What follows belongs to an exercise in optimizing a design on an open flow for small area and a short achievable clock period; a production flow would make more cautious choices. In this exercise RTL edits were held to simulation tests only and were not proved equivalent to the original. Power figures rest on the tool's default switching activity, not on a simulated workload.

**run.sh**
```bash
#!/bin/bash
# synth_recipe.tcl (not shown) runs the flow's synth.tcl, then flattens the netlist and writes it again
# the make line also repeats each setting of config.mk as NAME=value (left out here)
make -C /OpenROAD-flow-scripts/flow DESIGN_CONFIG=/design/flow/config.mk WORK_HOME=/design/flow/orfs CLKGATE_MAP_FILE= SYNTH_SCRIPT=/design/flow/synth_recipe.tcl finish
```
**config.mk**
```make
export PLATFORM = sky130hd
export DESIGN_NAME = xillybus_apfifo_bridge
export DESIGN_NICKNAME = xillybus_apfifo_bridge
export VERILOG_FILES = /design/flow/design.v
export SDC_FILE = /design/flow/constraint.sdc
export NUM_CORES = 4
export LEC_CHECK = 0
export CAP_MARGIN = 20
export CORE_MARGIN = 2
export CORE_UTILIZATION = 40
export SETUP_SLACK_MARGIN = 2.8
export SLEW_MARGIN = 20
```
**design.v**
```verilog
module xillybus_apfifo_bridge #(
   parameter int DATA_W = 128,
   parameter int ADDR_W = 4
) (
   input  logic              bus_clk,
   input  logic              reset,
   input  logic              user_w_write_128_wren,
   input  logic [DATA_W-1:0] user_w_write_128_data,
   output logic              user_w_write_128_full,
   input  logic              user_w_write_128_open,
   input  logic              user_r_read_128_rden,
   output logic [DATA_W-1:0] user_r_read_128_data,
   output logic              user_r_read_128_empty,
   output logic              user_r_read_128_eof,
   input  logic              user_r_read_128_open,
   output logic [DATA_W-1:0] in_dout,
   output logic              in_empty_n,
   input  logic              in_read,
   output logic              in_closed,
   input  logic [DATA_W-1:0] out_din,
   output logic              out_full_n,
   input  logic              out_write,
   input  logic              out_last,
   output logic              overflow
);
   localparam int DEPTH = 1 << ADDR_W;
   localparam int RA    = DEPTH - 1;           
   logic [RA-1:0][DATA_W-1:0] mem_a;
   logic [DATA_W-1:0]         head_a;
   logic [RA-1:0]             wsel_a, rsel_a;   
   logic [ADDR_W:0]           cnt_a;
   logic                      empty_a, one_a, full_a;   
   logic pop_a, push_a, drop_a, ramw_a, ramr_a, head_en_a;
   logic [ADDR_W:0] cnt_a_nxt;
   logic [DATA_W-1:0] ram_q_a;
   assign pop_a     = in_read && !empty_a;
   assign push_a    = user_w_write_128_wren && (!full_a || in_read);
   assign drop_a    = user_w_write_128_wren && full_a && !in_read;
   assign ramw_a    = push_a && !empty_a && !(one_a && in_read);
   assign ramr_a    = in_read && !empty_a && !one_a;
   assign head_en_a = pop_a || (user_w_write_128_wren && empty_a);
   always_comb begin
      ram_q_a = '0;
      for (int i = 0; i < RA; i++)
         ram_q_a = ram_q_a | ({DATA_W{rsel_a[i]}} & mem_a[i]);
   end
   always_comb begin
      cnt_a_nxt = cnt_a;
      case ({push_a, pop_a})
         2'b10:   cnt_a_nxt = cnt_a + 1'b1;
         2'b01:   cnt_a_nxt = cnt_a - 1'b1;
         default: cnt_a_nxt = cnt_a;
      endcase
   end
   always_ff @(posedge bus_clk) begin
      for (int i = 0; i < RA; i++)
         if (ramw_a && wsel_a[i]) mem_a[i] <= user_w_write_128_data;
      if (head_en_a) head_a <= ramr_a ? ram_q_a : user_w_write_128_data;
   end
   always_ff @(posedge bus_clk) begin
      if (reset) begin
         wsel_a  <= RA'(1);
         rsel_a  <= RA'(1);
         cnt_a   <= '0;
         empty_a <= 1'b1;
         one_a   <= 1'b0;
         full_a  <= 1'b0;
      end else begin
         if (ramw_a) wsel_a <= {wsel_a[RA-2:0], wsel_a[RA-1]};
         if (ramr_a) rsel_a <= {rsel_a[RA-2:0], rsel_a[RA-1]};
         cnt_a   <= cnt_a_nxt;
         empty_a <= (cnt_a_nxt == '0);
         one_a   <= (cnt_a_nxt == 1);
         full_a  <= (cnt_a_nxt == DEPTH);
      end
   end
   assign user_w_write_128_full = full_a;
   assign in_dout               = head_a;
   assign in_empty_n            = !empty_a;
   assign in_closed             = !user_w_write_128_open && empty_a;
   typedef enum logic [1:0] {
      RD_CLOSED = 2'd0,
      RD_STREAM = 2'd1,
      RD_DRAIN  = 2'd2,
      RD_EOF    = 2'd3
   } rd_state_t;
   logic [DEPTH-1:0][DATA_W-1:0] mem_b;
   logic [DEPTH-1:0]             wsel_b, rsel_b;
   logic [ADDR_W:0]              cnt_b;
   logic                         empty_b, full_b;
   logic [DATA_W-1:0]            rd_data_q, ram_q_b;
   logic                         eof_q, full_n_q;
   rd_state_t                    state, state_nxt;
   logic open_b, push_b, pop_b, drop_b, rd_en;
   logic [ADDR_W:0] cnt_b_nxt;
   assign open_b = user_r_read_128_open;
   assign pop_b  = open_b && user_r_read_128_rden && !empty_b;
   assign push_b = open_b && (state == RD_STREAM) && out_write && !full_b;
   assign drop_b = open_b && (state == RD_STREAM) && out_write && full_b;
   always_comb begin
      state_nxt = state;
      case (state)
         RD_CLOSED: state_nxt = RD_STREAM;
         RD_STREAM: if (push_b && out_last) state_nxt = RD_DRAIN;
         RD_DRAIN:  if (empty_b) state_nxt = RD_EOF;
         default:   state_nxt = RD_EOF;
      endcase
      if (!open_b) state_nxt = RD_CLOSED;
   end
   always_comb begin
      cnt_b_nxt = cnt_b;
      case ({push_b, pop_b})
         2'b10:   cnt_b_nxt = cnt_b + 1'b1;
         2'b01:   cnt_b_nxt = cnt_b - 1'b1;
         default: cnt_b_nxt = cnt_b;
      endcase
      if (!open_b) cnt_b_nxt = '0;
   end
   always_comb begin
      ram_q_b = '0;
      for (int i = 0; i < DEPTH; i++)
         ram_q_b = ram_q_b | ({DATA_W{rsel_b[i] && !reset}} & mem_b[i]);
   end
   assign rd_en = pop_b || reset;
   always_ff @(posedge bus_clk) begin
      for (int i = 0; i < DEPTH; i++)
         if (push_b && wsel_b[i]) mem_b[i] <= out_din;
      if (rd_en) rd_data_q <= ram_q_b;
   end
   always_ff @(posedge bus_clk) begin
      if (reset || !open_b) begin
         wsel_b <= DEPTH'(1);
         rsel_b <= DEPTH'(1);
      end else begin
         if (push_b) wsel_b <= {wsel_b[DEPTH-2:0], wsel_b[DEPTH-1]};
         if (pop_b)  rsel_b <= {rsel_b[DEPTH-2:0], rsel_b[DEPTH-1]};
      end
   end
   always_ff @(posedge bus_clk) begin
      if (reset) begin
         state    <= RD_CLOSED;
         cnt_b    <= '0;
         empty_b  <= 1'b1;
         full_b   <= 1'b0;
         eof_q    <= 1'b0;
         full_n_q <= 1'b1;
      end else begin
         state    <= state_nxt;
         cnt_b    <= cnt_b_nxt;
         empty_b  <= (cnt_b_nxt == '0);
         full_b   <= (cnt_b_nxt == DEPTH);
         eof_q    <= (state_nxt == RD_EOF);
         full_n_q <= (state_nxt == RD_CLOSED) ||
                     ((state_nxt == RD_STREAM) && (cnt_b_nxt != DEPTH));
      end
   end
   assign user_r_read_128_data  = rd_data_q;
   assign user_r_read_128_empty = empty_b;
   assign user_r_read_128_eof   = eof_q;
   assign out_full_n            = full_n_q;
   always_ff @(posedge bus_clk) begin
      if (reset)                 overflow <= 1'b0;
      else if (drop_a || drop_b) overflow <= 1'b1;
   end
endmodule
```
**constraint.sdc**
```tcl
create_clock -name core_clock -period 5.0 [get_ports {bus_clk}]
set_input_delay 1.0000 -clock core_clock [delete_from_list [all_inputs] [get_ports {bus_clk}]]
set_output_delay 1.0000 -clock core_clock [all_outputs]
set_load 0.01 [all_outputs]
```
==> results of run 1 <==
## through the flow
step	instances	hold slack, ns	setup slack [ns]	cell area (um^2)	util
after global placement	13241	0.442	0.622	165000	0.436
final	14528	0.453	2.21	188000	0.496
after floorplan	7977	0.432	1.15	153000	-
after global routing	14506	0.448	2.16	188000	0.496
after detailed placement	13242	0.451	0.583	166000	0.436
after CTS	14319	0.394	2.14	184000	0.486
## cells in the mapped netlist (3+ instances only)
master	count
a211o_1	3
a211oi_1	3
a21o_1	3
a21oi_1	69
a221oi_1	130
a222oi_1	128
a22o_1	128
a22oi_1	1536
a41o_1	128
and2_1	4
buf_1	37
buf_2	24
clkbuf_1	444
dfxtp_1	82
edfxtp_1	4224
ha_1	7
inv_1	38
nand2_1	256
nand3_1	131
nand4_1	256
nor2_1	148
nor2b_1	21
nor3_1	3
nor3b_1	3
o21ai_0	129
xnor2_1	3
xor2_1	5
## kinds of logic (layout without fill, tap and decap cells)
kind of cell | count (synthesis) | in the layout
flops | 4306 | 4306
compound gates | 2269 | 2269
simple gates | 835 | 842
buf+inv | 547 | 2039
xor+xnor | 9 | 9
fa+ha+maj | 8 | 8
mux | 3 | 3
other cells | 0 | 36
## final timing paths
path	from	to	slack (ns)
setup / recovery	rd_data_q[25]$_DFFE_PP_	user_r_read_128_data[25]	2.21
hold / removal	user_r_read_128_open	full_b$_SDFF_PP0_	0.45
setup reg to reg	state[1]$_SDFF_PP0_	full_b$_SDFF_PP0_	2.25
hold reg to reg	wsel_b[4]$_SDFFE_PP0N_	wsel_b[4]$_SDFFE_PP0N_	0.47
## worst register-to-register path: stages (launching register included)
cell      delay, ns
dfxtp_2        0.31
nand4b_1       0.20
nor2_2         0.15
buf_6          0.12
clkinv_4       0.05
buf_12         0.12
ha_4           0.17
xor2_2         0.17
ha_2           0.21
buf_6          0.12
a21oi_4        0.12
mux2i_1        0.24
xnor2_1        0.12
or3_4          0.37
a211oi_2       0.19
## repair_timing
action                                 4_1_cts  5_1_grt
setup buffers                              206       73
resized for setup                         1455      169
cloned                                     105      100
pin swaps                                   30       21
setup endpoints to repair                 4586     2242
endpoints found under the hold margin        0        0
## cell type report
class | count | area, um^2 | area share
well taps | 5016 | 6280 | 0.0334
multi-input cells | 3131 | 22600 | 0.120
repair buffers | 1229 | 16900 | 0.0899
repair inverters | 4 | 27.5 | 0.000146
inverters | 40 | 273 | 0.00145
clock inverters | 255 | 2350 | 0.0125
clock buffers | 511 | 11000 | 0.0585
flip-flops and latches | 4306 | 129000 | 0.684
diodes | 36 | 90.1 | 0.000479
## power groups by stage
stage	Clock [mW]	Sequential, mW	Combinational [mW]
6_report	31.0	40.6	4.05
5_1_grt	32.6	40.6	4.26
4_1_cts	31.2	40.6	3.82
3_5_place_dp	0	41.4	3.49
3_3_place_gp	0	41.4	3.44
2_1_floorplan	0	41.4	1.19
## sequential cells by signal, indices dropped and copies added (netlist names), 2 cells and up
signal / flops
mem_b: 2048
mem_a: 1920
head_a: 128
rd_data_q: 128
rsel_b: 16
wsel_b: 16
rsel_a: 15
wsel_a: 15
cnt_a: 5
cnt_b: 5
state: 2
## routing by layer
layer,GRT usage,vias up,share of wire
met4,0.0893,48,0.043
met3,0.0437,1033,0.11
li1,-,36187,-
met2,0.421,6218,0.49
met5,0,-,0.00061
met1,0.319,47202,0.36
==> metrics.md, run 1 <==
| Metric | Value |
|---|---|
| CTS tree | `yes` |
| First-pass GRT wire length | `683 mm` |
| CP endpoint kind | `output pin` |
| Outcome | `timing/DRC/antenna clean` |
| Post-route ant nets | `0` |
| Total grt overflow | `0` |
| Gr usage total | `0.248` |
| Synth area leaders | `edfxtp_1 (83%), a22oi_1 (7.6%), clkbuf_1 (1.1%)` |
| Slew Viols, Final | `0` |
| Most frequent cells in the layout | `edfxtp_1 (4224), a22oi_1 (1536), clkbuf_16 (511), clkdlybuf4s50_1 (258), nand4_1 (256)` |
| Top cell type's share of synthesized area | `0.832` |
| Multiplexer share of the synthesized area | `0.000205` |
| Post-synth EDFFs | `4224` |
| Number of CTS-inserted buffers | `420` |
| Die span in y | `621 um` |
| Fin. Hold Viols | `0` |
| Maxcap violations | `0` |
| Vias | `90688` |
| Via density | `6.24` |
| Post-Synth Simple-Gate Area | `0.0267` |
| Final setup viols | `0` |
| Critical path cell sequence | `buf_2` |
| Ports | `528` |
| Combinational fraction of design power | `0.054` |
| Req. time, crit path | `4.00 ns` |
| Cell area after synthesis | `152000 um^2` |
| Worst Path Max Fanout | `1` |
| Largest net degree at the start of global routing | `136` |
| Final net count | `9405` |
| Pleak | `59.1 nW` |
| H-tree Lvls | `5` |
| Layout cell share with drive strength beyond 1 | `0.183` |
| Clk pwr share | `0.410` |
| Net Sw Power | `16.6 mW` |
| Crit path max-delay cell type | `edfxtp_1` |
| CP Class | `register to output pin` |
| Total wire length | `513 mm` |
| Sum Neg Setup Slack | `0 ns` |
| Final Skew | `0.0962 ns` |
| Number of distinct library cells after synthesis | `56` |
| CP startpoint kind | `register` |
| Clock slew at reported path FFs | `0.06 ns` |
| Initial antenna violation count | `71` |
| Hold_buf cts | `0` |
| Flop pwr share | `0.536` |
| Clock latency on the worst-skew pair | `1.00 ns` |
| Commonest non-fill, non-tap cell in the layout | `edfxtp_1` |
| Post-Syn Instances | `7977` |
| Drt first pass iters | `8` |
| Die X | `621 um` |
| Unrepaired setup endpoints after global routing | `true` |
| Core Rows | `226` |
| Area leader, netlist | `edfxtp_1` |
| CP Depth | `1` |
| Syn Nets | `8250` |
| Sequential area share after synthesis | `0.843` |
| Least-Margin Pin Slew | `1.08 ns` |
| Initial Util | `0.402` |
| Final period utilization | `0.558` |
| Clock Sinks | `4306` |
| Largest family of logic cells by synthesized area | `compound AO/OA/AOI/OAI gates` |
| Drt wl/cell | `35.3 um` |
| R2R cell count | `14` |
| Clk buf depth | `4` |
| Internal power | `59.1 mW` |
| Initial DRC count | `13484` |
| Syn Area/Cell | `19.1 um^2` |
| CTS root buf | `clkbuf_16` |
| Max transition margin | `0.281` |
| Yosys warns | `1` |
| Vias in the first global route | `86842` |
| Buffers & Inverters on Critical Path | `1` |
| Area delta synth->final | `23.4%` |
| Pwr/cell area | `402 nW/um^2` |
| Compound-Gate Fraction of Synth Area | `0.115` |
| Port bufs | `527` |
| Ys flop type | `edfxtp_1` |
| Sw Share | `0.219` |
| CP arrival | `1.79 ns` |
| Worst path max stage delay | `0.64 ns` |
| Delay-heaviest family, CP | `flip-flops` |
| Core area | `379000 um^2` |
| Min Clock Period, post-route | `2.79 ns` |
| Post-synthesis adder-cell area fraction | `0.000706` |
| Post-Synth XOR/XNOR Area | `0.000608` |
| Depth of the worst hold-timing path | `2` |
| Total power | `75.6 mW` |
| Flops & latches, synth | `4306` |
| DRC errors left | `0` |
| Worst vdd ir | `0.335 mV` |
| FMAX | `358 MHz` |
| Die Area | `386000 um^2` |
| Filler cells | `30143` |
| Hold Crit Class | `primary input to register` |
| Post-synth ARST share | `0` |
| DP Wirelength | `236 mm` |
| RD Place Congestion | `0.800` |
==> inputs of run 2 (changes only) <==
--- a/config.mk
+++ b/config.mk
@@ -9,4 +9,3 @@
 export CORE_MARGIN = 2
 export CORE_UTILIZATION = 40
-export SETUP_SLACK_MARGIN = 2.8
 export SLEW_MARGIN = 20
==> metrics.md, run 2 <==
| Metric | Value |
|---|---|
| Core Rows | `226 (unchanged)` |
| Sequential area share after synthesis | `0.843 (unchanged)` |
| Flop pwr share | `0.544 (+0.008)` |
| H-tree Lvls | `5 (unchanged)` |
| Total power | `74.8 mW (-1.1%)` |
| Syn Nets | `8250 (unchanged)` |
| Yosys warns | `1 (unchanged)` |
| Maxcap violations | `0 (unchanged)` |
| Gr usage total | `0.231 (-0.0164)` |
| Number of distinct library cells after synthesis | `56 (unchanged)` |
| Worst vdd ir | `0.376 mV (+12%)` |
| Most frequent cell after synthesis | `edfxtp_1` |
| CP endpoint kind | `register` |
| DR WL met3 | `41.2 mm (-24%)` |
| Worst R2R Setup Slack | `1.71 ns (-0.54 ns)` |
| Clock latency on the worst-skew pair | `0.99 ns (about the same)` |
| Hold_buf cts | `0 (unchanged)` |
| Highest Signal Layer | `met5` |
| DP Wirelength | `247 mm (+4.4%)` |
| Sum Neg Setup Slack | `0 ns (unchanged)` |
| Syn Area/Cell | `19.1 um^2 (unchanged)` |
| Port bufs | `527 (unchanged)` |
| Cell area after synthesis | `152000 um^2 (unchanged)` |
| Clock slew at reported path FFs | `0.06 ns (about the same)` |
| Fin. Hold Viols | `0 (unchanged)` |
| Flops & latches, synth | `4306 (unchanged)` |
| Util after Layout | `0.472 (-0.0242)` |
| CTS tree | `yes` |
| Die span in y | `621 um (unchanged)` |
| Worst Path Max Fanout | `57 (+56)` |
| Total grt overflow | `0 (unchanged)` |
| Net Sw Power | `16.1 mW (-2.9%)` |
| Total wire length | `461 mm (-10%)` |
| Post-cts sizing count | `0 (-100%)` |
| Initial antenna violation count | `71 (unchanged)` |
| Pwr/cell area | `418 nW/um^2 (+4.0%)` |
| CP startpoint kind | `register` |
| Final Skew | `0.0658 ns (-0.0304 ns)` |
| Final period utilization | `0.658 (+0.100)` |
| Synth area leaders | `edfxtp_1 (83%), a22oi_1 (7.6%), clkbuf_1 (1.1%)` |
| M1 WL | `175 mm (-4.4%)` |
| Slew Viols, Final | `0 (unchanged)` |
| Least-Margin Pin Slew | `1.21 ns (+0.137 ns)` |
| Internal power | `58.7 mW (-0.61%)` |
| Post-synth ARST share | `0 (unchanged)` |
| Final std cells w/o fill | `14065 (-3.2%)` |
| Max transition margin | `0.190 (-0.0910)` |
| Post-Synth XOR/XNOR Area | `0.000608 (unchanged)` |
| Drt first pass iters | `9 (+1)` |
| Post-route cell area | `179000 um^2 (-4.9%)` |
| Post-route ant nets | `0 (unchanged)` |
| Initial Util | `0.402 (unchanged)` |
| Clk buf depth | `4 (unchanged)` |
| Req. time, crit path | `5.61 ns (+1.61 ns)` |
| Outcome | `timing/DRC/antenna clean` |
| Clk pwr share | `0.410 (about the same)` |
| Area leader, netlist | `edfxtp_1` |
| Largest reg by FF count | `mem_b` |
| Final setup viols | `0 (unchanged)` |
| Unrepaired setup endpoints after global routing | `false` |
| Die Area | `386000 um^2 (unchanged)` |
| Pre-CTS setup slack | `0.810 ns (+0.227 ns)` |
| CTS root buf | `clkbuf_16` |
| Hold Crit Class | `register to register` |
| Core area | `379000 um^2 (unchanged)` |
| Ports | `528 (unchanged)` |
| Sw Share | `0.215 (-0.00396)` |
| Via density | `6.10 (-2.3%)` |
| Post-synth EDFFs | `4224 (unchanged)` |
| Layout cell share with drive strength beyond 1 | `0.102 (-0.0813)` |
| Clock Sinks | `4306 (unchanged)` |
| Min Clock Period, post-route | `3.29 ns (+0.501 ns)` |
| Vias in the first global route | `85333 (-1.7%)` |
| Vias | `85764 (-5.4%)` |
| CP arrival | `3.90 ns (+2.11 ns)` |
| Ys flop type | `edfxtp_1` |
| First-pass GRT wire length | `645 mm (-5.5%)` |
| Post-synthesis adder-cell area fraction | `0.000706 (unchanged)` |
| Setup Fix Bufs, Post-CTS | `0 (-100%)` |
| Largest net degree at the start of global routing | `110 (-19%)` |
| Commonest non-fill, non-tap cell in the layout | `edfxtp_1` |
| DRC errors left | `0 (unchanged)` |
| Initial DRC count | `11727 (-13%)` |
| RD Place Congestion | `0.796 (-0.59%)` |
| Largest regs | `mem_b x2048, mem_a x1920` |
| Largest family of logic cells by synthesized area | `compound AO/OA/AOI/OAI gates` |
| Worst Slack Setup Final | `1.71 ns (-0.501 ns)` |
| Die X | `621 um (unchanged)` |
| Combinational fraction of design power | `0.046 (-0.008)` |
| Multiplexer share of the synthesized area | `0.000205 (unchanged)` |
| Filler cells | `31145 (+3.3%)` |
| Post-synth top cells | `edfxtp_1 (4224), a22oi_1 (1536), clkbuf_1 (444)` |
| CP Class | `register to register` |
| Post-Syn Instances | `7977 (unchanged)` |
| Most frequent cells in the layout | `edfxtp_1 (4224), a22oi_1 (1536), clkdlybuf4s50_1 (526), clkbuf_16 (422), nand4_1 (256)` |
| Pleak | `54.7 nW (-7.5%)` |
| Fin Hold WS | `0.460 ns (+0.00681 ns)` |
| Number of CTS-inserted buffers | `420 (unchanged)` |
| Largest register FFs | `2048 (unchanged)` |
| Total placed cells including tap cells | `13267 (+0.19%)` |
| Top cell type's share of synthesized area | `0.832 (unchanged)` |
| FMAX | `304 MHz (-15%)` |
| Post-Synth Simple-Gate Area | `0.0267 (unchanged)` |
| Drt wl/cell | `32.7 um (-7.2%)` |
| Area delta synth->final | `17.4%` |
| Compound-Gate Fraction of Synth Area | `0.115 (unchanged)` |
| Final net count | `8946 (-4.9%)` |
| Post-DP Area | `166000 um^2 (about the same)` |
| Met2 WL | `231 mm (-8.8%)` |
-- run 2: cell count changes in the layout (fill, tap and decap cells not counted), sizes merged, moves of 2 or more --
cell           change
clkbuf            -70
diode             -13
buf              -621
dlygate4sd2        -4
nand2              -2
clkinvlp          -27
clkinv             -2
bufbuf             -6
nor2b              -4
clkdlybuf4s50    +268
inv               +21
-- run 2: critical path: stages (launching register included) --
cell,delay [ns]
dfxtp_4,1.12
buf_4,0.72
a22oi_1,0.21
nand4_1,0.15
nor2_1,0.05
o21ai_0,0.67
-- run 2: layout make-up --
cell class | instances | area, um^2 | share of cell area
Antenna cell | 23 | 57.6 | 0.000322
Clock buffer | 525 | 10900 | 0.0612
Clock inverter | 250 | 2330 | 0.0130
Inverter | 40 | 285 | 0.00159
Multi-Input combinational cell | 3124 | 22000 | 0.123
Sequential cell | 4306 | 129000 | 0.719
Tap cell | 5016 | 6280 | 0.0351
Timing Repair Buffer | 781 | 8450 | 0.0472
-- run 2: layer usage --
layer	up-vias	global-route usage
met3	766	0.0364
met2	4796	0.398
met5	-	0
met4	44	0.0691
li1	35182	-
met1	44976	0.302
-- run 2: power by group through the flow --
stage	clock network [mW]	logic (mW)	registers (mW)
after floorplan	0	1.17	41.4
after global placement	0	3.41	41.4
after detailed placement	0	3.46	41.4
after CTS	31.0	3.47	40.7
after global routing	32.4	3.70	40.7
final	30.7	3.44	40.7
-- run 2: final timing paths --
check | startpoint | end | depth (start not counted)
worst min-delay path | wsel_a[14]$_SDFFE_PP0P_ | wsel_a[14]$_SDFFE_PP0P_ | 2
worst min register to register | wsel_a[14]$_SDFFE_PP0P_ | wsel_a[14]$_SDFFE_PP0P_ | 2
worst max register to register | rsel_a[12]$_SDFFE_PP0P_ | head_a[127]$_DFFE_PP_ | 5
worst max-delay path | rsel_a[12]$_SDFFE_PP0P_ | head_a[127]$_DFFE_PP_ | 5
-- run 2: logic make-up (layout without fill, tap and decap cells) --
family | Yosys count | after routing
other | 0 | 23
XOR/XNOR | 9 | 9
adder cells (fa/ha/maj) | 8 | 8
multiplexers | 3 | 3
AND/OR/NAND/NOR | 835 | 835
AO/OA/AOI/OAI | 2269 | 2269
flip-flops | 4306 | 4306
buffers and inverters | 547 | 1596
==> inputs of run 3 (changes only) <==
--- a/config.mk
+++ b/config.mk
@@ -9,3 +9,4 @@
 export CORE_MARGIN = 2
 export CORE_UTILIZATION = 40
+export SETUP_SLACK_MARGIN = 2.4
 export SLEW_MARGIN = 20
==> metrics.md, run 3 <==
| Metric | Value |
|---|---|
| Post-synth top cells | `edfxtp_1 (4224), a22oi_1 (1536), clkbuf_1 (444)` |
| Die Area | `386000 um^2 (unchanged)` |
| Worst Slack Setup Final | `2.22 ns (+0.509 ns)` |
| Largest register FFs | `2048 (unchanged)` |
| Layout cell share with drive strength beyond 1 | `0.139 (+0.0368)` |
| Final Skew | `0.0813 ns (+0.0155 ns)` |
| First-pass GRT wire length | `641 mm (-0.69%)` |
| Sum Neg Setup Slack | `0 ns (unchanged)` |
| Slew Viols, Final | `0 (unchanged)` |
| Yosys warns | `1 (unchanged)` |
| Core Rows | `226 (unchanged)` |
| Final std cells w/o fill | `14103 (+0.27%)` |
| Req. time, crit path | `4.00 ns (-1.61 ns)` |
| CP Depth | `1 (-4)` |
| Post-Syn Instances | `7977 (unchanged)` |
| Largest net degree at the start of global routing | `136 (+24%)` |
| CP arrival | `1.78 ns (-2.12 ns)` |
| H-tree Lvls | `5 (unchanged)` |
| RD Place Congestion | `0.800 (+0.59%)` |
| Syn Nets | `8250 (unchanged)` |
| Highest Signal Layer | `met5` |
| Worst R2R Setup Slack | `2.37 ns (+0.66 ns)` |
| Synth area leaders | `edfxtp_1 (83%), a22oi_1 (7.6%), clkbuf_1 (1.1%)` |
| Drt wl/cell | `32.6 um (-0.56%)` |
| Sequential area share after synthesis | `0.843 (unchanged)` |
| Core area | `379000 um^2 (unchanged)` |
| Initial antenna violation count | `72 (+1.4%)` |
| Worst Path Max Fanout | `1 (-98%)` |
| Total wire length | `459 mm (-0.29%)` |
| M1 WL | `174 mm (-1.0%)` |
| Final period utilization | `0.556 (-0.102)` |
| Total placed cells including tap cells | `13242 (-0.19%)` |
| Min Clock Period, post-route | `2.78 ns (-0.509 ns)` |
| Most frequent cells in the layout | `edfxtp_1 (4224), a22oi_1 (1536), clkbuf_16 (428), clkdlybuf4s50_1 (258), nand4_1 (256)` |
| Worst reg2reg endpoint | `full_b$_SDFF_PP0_` |
| Largest regs | `mem_b x2048, mem_a x1920` |
| Final net count | `8994 (+0.54%)` |
| Hold Crit Class | `register to register` |
| Util after Layout | `0.472 (+0.000515)` |
| CTS tree | `yes` |
| DRC errors left | `0 (unchanged)` |
| Syn Area/Cell | `19.1 um^2 (unchanged)` |
| Unrepaired setup endpoints after global routing | `true` |
| Pleak | `55.2 nW (+1.0%)` |
| CTS root buf | `clkbuf_16` |
| CP startpoint kind | `register` |
| Met2 WL | `229 mm (-0.57%)` |
| Initial Util | `0.402 (unchanged)` |
| Drt first pass iters | `7 (-2)` |
| Crit path max-delay cell type | `edfxtp_1` |
| Clk buf depth | `4 (unchanged)` |
| Worst hold path startpoint | `wsel_a[10]$_SDFFE_PP0P_` |
| Number of CTS-inserted buffers | `420 (unchanged)` |
| Port bufs | `527 (unchanged)` |
| Vias in the first global route | `85065 (-0.31%)` |
| Filler cells | `31178 (+0.11%)` |
| DR WL met3 | `42.6 mm (+3.4%)` |
| Most frequent cell after synthesis | `edfxtp_1` |
| Commonest non-fill, non-tap cell in the layout | `edfxtp_1` |
| Pre-CTS setup slack | `0.583 ns (-0.227 ns)` |
| Post-synth ARST share | `0 (unchanged)` |
| Critical path cell sequence | `buf_2` |
| Outcome | `timing/DRC/antenna clean` |
| Post-route ant nets | `0 (unchanged)` |
| Buffers & Inverters on Critical Path | `1 (unchanged)` |
| Worst path max stage delay | `0.63 ns (-0.49 ns)` |
| R2R cell count | `11 (+6)` |
| Vias | `86062 (+0.35%)` |
| CP endpoint kind | `output pin` |
| Number of distinct library cells after synthesis | `56 (unchanged)` |
| Least-Margin Pin Slew | `1.23 ns (+0.0176 ns)` |
| Largest reg by FF count | `mem_b` |
| Clock Sinks | `4306 (unchanged)` |
| CP Class | `register to output pin` |
| FF-to-FF Start | `state[1]$_SDFF_PP0_` |
| Pwr/cell area | `418 nW/um^2 (-0.13%)` |
| Initial DRC count | `11511 (-1.8%)` |
| Worst Setup EP | `user_r_read_128_data[25]` |
| Worst vdd ir | `0.339 mV (-9.8%)` |
| Area delta synth->final | `17.5%` |
| Flops & latches, synth | `4306 (unchanged)` |
| Die span in y | `621 um (unchanged)` |
| Critical Path Start | `rd_data_q[25]$_DFFE_PP_` |
| DP Wirelength | `236 mm (-4.2%)` |
| Final setup viols | `0 (unchanged)` |
| Clock latency on the worst-skew pair | `0.97 ns (-0.02 ns)` |
| Area leader, netlist | `edfxtp_1` |
| Max transition margin | `0.178 (-0.0117)` |
| Via density | `6.10 (about the same)` |
| Cell area after synthesis | `152000 um^2 (unchanged)` |
| Fin. Hold Viols | `0 (unchanged)` |
| Delay-heaviest family, CP | `flip-flops` |
| Maxcap violations | `0 (unchanged)` |
| Top cell type's share of synthesized area | `0.832 (unchanged)` |
| Post-synth EDFFs | `4224 (unchanged)` |
| Total grt overflow | `0 (unchanged)` |
| Clock slew at reported path FFs | `0.06 ns (about the same)` |
| FMAX | `360 MHz (+18%)` |
| Gr usage total | `0.229 (-0.00241)` |
| Ys flop type | `edfxtp_1` |
| Die X | `621 um (unchanged)` |
| Ports | `528 (unchanged)` |
run 3: cell count changes in the layout (fill, tap and decap cells not counted), sizes merged, moves of 2 or more:
cell	change
clkinv	+2
clkdlybuf4s15	+41
clkdlybuf4s50	-268
nor2b	+3
dlygate4sd2	+4
buf	+259
inv	-21
clkbuf	-12
clkinvlp	+27
run 3: where the power goes:
| group | total, mW | internal [mW] | leakage (nW) | switching (mW) |
|---|---|---|---|---|
| Clock | 30.8 | 17.3 | 6.51 | 13.5 |
| Combinational | 3.36 | 1.05 | 9.80 | 2.31 |
| Sequential | 40.6 | 40.3 | 38.9 | 0.305 |
run 3: area by class of cell:
type / instances / area [um^2] / area share
timing repair inverter: 4 / 20.0 / 0.000112
timing repair buffer: 820 / 8200 / 0.0458
tap: 5016 / 6280 / 0.0350
sequential: 4306 / 129000 / 0.718
multi-input combinational: 3129 / 22300 / 0.125
clock buffer: 511 / 11000 / 0.0614
clock inverter: 255 / 2350 / 0.0131
antenna: 22 / 55.1 / 0.000307
inverter: 40 / 264 / 0.00147
run 3: stage by stage:
step                area (um^2)  hold WS, ns  total power [mW]
detailed placement       166000        0.451              44.9
floorplan                153000        0.432              42.6
global route             179000        0.449              76.7
finish                   179000        0.466              74.8
CTS                      179000        0.399              75.1
global placement         165000        0.442              44.8
run 3: how the worst min path moves through the flow:
stage / end / cells after the start
2_1_floorplan: wsel_a[14]$_SDFFE_PP0P_ / 2
3_3_place_gp: wsel_b[15]$_SDFFE_PP0N_ / 2
3_5_place_dp: wsel_b[15]$_SDFFE_PP0N_ / 2
4_1_cts: full_b$_SDFF_PP0_ / 2
5_1_grt: full_b$_SDFF_PP0_ / 2
6_report: wsel_a[10]$_SDFFE_PP0P_ / 2
run 3: kinds of logic after synthesis:
family          count (synthesis)  synth area share
buf+inv                       547            0.0137
flops                        4306             0.843
simple gates                  835            0.0267
mux                             3          0.000205
compound gates               2269             0.115
xor+xnor                        9          0.000608
fa+ha+maj                       8          0.000706
run 3: what timing repair did:
| item | in CTS | in global routing |
|---|---|---|
| endpoints found under the hold margin | 0 | 0 |
| setup endpoints to repair | 3071 | 273 |
| hold buffers | 0 | 0 |
| buffers inserted | 48 | 14 |
| gates cloned | 9 | 2 |
| pin swaps | 12 | 13 |
| gates resized for setup | 1033 | 45 |
run 3: layer usage:
layer  track usage  vias to the layer above
met5             0                        -
met4        0.0684                       52
met3        0.0380                      798
met2         0.393                     4802
met1         0.298                    45156
li1              -                    35254

[what the ideal ports hide]
The flow's constraints put no driver on any port. The routed layouts listed below were extracted and timed again, unchanged, in two steps. Step 1, drivers: a clkbuf_16 drives bus_clk and a buf_2 each remaining input, both assumed. Step 2 also shifts input and output timing later by t, the mid clock arrival at the registers, as if the neighbouring blocks saw the same clock. Slacks: ideal ports / drivers / drivers and shift; pairs: ideal ports / drivers.
| run | shift t [ns] | setup slack, ns | latest minus earliest clock arrival (ns) | worst data-port slew with drivers (ns) |
|---|---|---|---|---|
| run 1 | 1.059 | 2.210 / 2.106 / 1.300 | 0.099 / 0.099 | 0.38 |
| run 2 | 1.052 | 1.709 / 1.675 / 0.733 | 0.079 / 0.079 | 0.24 |
| run 3 | 1.036 | 2.218 / 2.116 / 1.355 | 0.082 / 0.082 | 0.23 |
After both steps every run listed still meets setup and hold. The setup slack of run 2, which loses most, moves by -0.034 ns with the drivers and by -0.976 ns with both steps.
